Context: an optimization exercise on an open-source flow, tuned for a short achievable clock period and few clock cycles. The choices shown serve that exercise and are no tape-out recipe. In this exercise RTL edits were held to simulation tests only and were not proved equivalent to the original. Power figures rest on the tool's default switching activity, not on a simulated workload.

## cache_controller
module cache_controller (
	input logic clk,
	input logic reset,
	input logic procreq_val,
	input logic procreq_we,
	input logic procreq_domain,
	input cache_pkg::addr_u procreq_addr,
	input cache_pkg::word_t procreq_wdata,
	output logic procreq_rdy,
	output logic procresp_val,
	output cache_pkg::word_t procresp_data,
	input logic procresp_rdy,
	output logic memreq_val,
	output logic memreq_we,
	output cache_pkg::addr_u memreq_addr,
	output cache_pkg::word_t memreq_wdata,
	input logic memreq_rdy,
	input logic memresp_val,
	input cache_pkg::line_t memresp_line
);
Size: ~4400 flip-flops, about 300 I/O pins, about 160000 µm² of cells after synthesis.
make LEC_CHECK=0 ABC_CLOCK_PERIOD_IN_PS=2500 CAP_MARGIN=20 CORE_MARGIN=2 CORE_UTILIZATION=40 SETUP_SLACK_MARGIN=2.8 SLEW_MARGIN=20 finish   # period 5.5 ns
run.sh (not shown) runs the stock make flow with config.mk's settings and CLKGATE_MAP_FILE= SYNTH_SCRIPT=/design/flow/synth_recipe.tcl, a recipe that flattens the netlist after the stock synthesis.
The first run completed with no timing, DRC or antenna violations.
Testbench counts at the start, summed over its fixed seeds: cycles 131,065.
Next try:
--- a/flow/config.mk
+++ b/flow/config.mk
@@ -7,3 +7,3 @@
 export LEC_CHECK = 0
-export ABC_CLOCK_PERIOD_IN_PS = 2500
+export ABC_CLOCK_PERIOD_IN_PS = 2300
 export CAP_MARGIN = 20
@@ -11,3 +11,3 @@
 export CORE_UTILIZATION = 40
-export SETUP_SLACK_MARGIN = 2.8
+export SETUP_SLACK_MARGIN = 3.1
 export SLEW_MARGIN = 20
After rerunning: Die area is unchanged; hold slack barely changes; wire length rose by 2.4%; first-iteration DRC count rises by 7.6%; area after synthesis does not change; clock skew goes down by 0.027 ns; setup slack improves by 0.21 ns.

---

cache_controller, a different RTL version from the one above (not shown whole).
Size in the first run: about 4600 flip-flops, roughly 0.16 sq mm of cells after synthesis.
==> flow/config.mk <==
export PLATFORM = sky130hd
export DESIGN_NAME = cache_controller
export DESIGN_NICKNAME = cache_controller
export VERILOG_FILES = /design/flow/design.v
export SDC_FILE = /design/flow/constraint.sdc
export NUM_CORES = 4
export LEC_CHECK = 0
export ABC_CLOCK_PERIOD_IN_PS = 2200
export CAP_MARGIN = 20
export CORE_MARGIN = 2
export CORE_UTILIZATION = 45
export SETUP_SLACK_MARGIN = 3.3
export SLEW_MARGIN = 20
==> flow/constraint.sdc <==
create_clock -name core_clock -period 5.5 [get_ports {clk}]
set_input_delay 1.1000 -clock core_clock [delete_from_list [all_inputs] [get_ports {clk}]]
set_output_delay 1.1000 -clock core_clock [all_outputs]
set_load 0.01 [all_outputs]
standard.sh (not shown) runs the stock make flow with config.mk's settings and CLKGATE_MAP_FILE= SYNTH_SCRIPT=/design/flow/synth_recipe.tcl, a recipe that flattens the netlist after the stock synthesis.
==> flow/flow/run.sh <==
#!/bin/bash
# The standard layout, with one change after placement: each flip-flop that drives only an output
# port is moved, with the port's buffer, next to the port's pin (then legalized), so the
# clock-to-output path has no long wire. Each tool's output goes to a log file here.
set -euo pipefail
W=$(pwd)
R=$W/orfs/results/${FLOW_PLATFORM}/cache_controller/base
bash standard.sh place > std_place.log 2>&1
MV_IN=$R/3_place.odb MV_OUT=$R/3_place_moved.odb openroad -no_init -exit flow/move_out.tcl > move_out.log 2>&1
cp $R/3_place_moved.odb $R/3_place.odb
bash standard.sh finish > std_finish.log 2>&1
test -f out/final.def
==> flow/flow/move_out.tcl <==
# Move each flip-flop that drives only an output port, and the port buffer, next to the port pin,
# then legalize. Reads and writes the ODB named by env MV_IN / MV_OUT.
read_db $::env(MV_IN)
set block [ord::get_db_block]
set core [$block getCoreArea]
set cx0 [$core xMin]; set cy0 [$core yMin]; set cx1 [$core xMax]; set cy1 [$core yMax]
set moved 0
foreach bt [$block getBTerms] {
  if {[$bt getIoType] != "OUTPUT"} continue
  set net [$bt getNet]
  set buf ""
  foreach it [$net getITerms] { if {[$it isOutputSignal]} { set buf [$it getInst] } }
  if {$buf == ""} continue
  set ff ""
  foreach it [$buf getITerms] {
    if {[$it isInputSignal]} {
      set n2 [$it getNet]
      if {$n2 == "NULL"} continue
      foreach it2 [$n2 getITerms] { if {[$it2 isOutputSignal]} { set ff [$it2 getInst] } }
    }
  }
  if {$ff == ""} continue
  # only flip-flops whose output drives nothing but the port buffer
  set qn ""
  foreach it [$ff getITerms] { if {[$it isOutputSignal]} { set qn [$it getNet] } }
  if {$qn == "" || [llength [$qn getITerms]] != 2} continue
  if {![string match "*dfxtp*" [[$ff getMaster] getName]] && ![string match "*dfrtp*" [[$ff getMaster] getName]]} continue
  set bb [$bt getBBox]
  set px [expr {([$bb xMin] + [$bb xMax]) / 2}]
  set py [expr {([$bb yMin] + [$bb yMax]) / 2}]
  # target point just inside the core
  set tx [expr {max($cx0 + 2000, min($cx1 - 12000, $px))}]
  set ty [expr {max($cy0 + 2000, min($cy1 - 6000, $py))}]
  $buf setLocation $tx $ty
  $ff setLocation $tx $ty
  incr moved
}
puts "moved $moved output flops"
detailed_placement
check_placement -verbose
write_db $::env(MV_OUT)
The baseline completed with no timing, DRC or antenna violations.
Testbench counts at the start, summed over its fixed seeds: cycles 131,065.
Next try:
Settings changed: ABC_CLOCK_PERIOD_IN_PS 2200 to 2300, CORE_UTILIZATION 45 to 40, SETUP_SLACK_MARGIN 3.3 to 3.1.
- The changed run produced a clean layout
- synthesized cell count stays the same
- setup slack degrades by 0.066 ns
- via count hardly moves
- sequential cell count does not change
- core utilization drops by 6.2 points
- clock power hardly moves
- wire length rises by 1.1%
- area after synthesis is unchanged
- maximum frequency is lower by about 2.5%
Next try:
Settings changed: ABC_CLOCK_PERIOD_IN_PS 2300 to 2200, SETUP_SLACK_MARGIN 3.1 to 3.3.
- The changed run ran to the end with no violations
- synthesized area stays the same
- wire length climbs slightly
- critical path depth drops by 3
- total power stays flat
- clock power drops slightly
- sequential power barely changes
- worst setup slack gains 0.11 ns
- via count climbs slightly
- core utilization climbs by 0.59 points
- worst hold slack gains 0.018 ns
- final cell count climbs slightly

==> port drivers added, routing unchanged <==
The flow's constraints put no driver on any port. The routed layouts listed below were extracted and timed again, unchanged, in two steps.
Step 1 sets driving cells, clkbuf_16 on the clock port and buf_2 on the other inputs (assumed; they add their load-dependent delay and slew).
Step 2 times the ports against the registers' clock, not the clock port: input delays grow and output delays shrink by t, the midpoint of the rising clock arrivals with the driver on.
Slacks: ideal / step 1 / step 2; pairs: ideal / step 1.
| run | t (ns) | setup WS [ns] | worst setup path after step 2 | cell pins on the clock port's net |
|---|---|---|---|---|
| the first run of note 1 | 1.071 | 2.687 / 2.687 / 1.830 | input to register | 1 |
| the second run of note 1 | 1.102 | 2.897 / 2.776 / 2.107 | input to register | 1 |
| the first run of note 2 | 1.084 | 2.924 / 2.839 / 2.293 | input to register | 1 |
| the second run of note 2 | 1.078 | 2.858 / 2.823 / 2.145 | input to register | 1 |
| the third run of note 2 | 1.085 | 2.966 / 2.857 / 2.308 | input to register | 1 |
After both steps setup and hold are still met in every run listed. The setup slack of the first run of note 1, which loses most, moves by 0.000 ns with the drivers and by -0.857 ns with both steps.
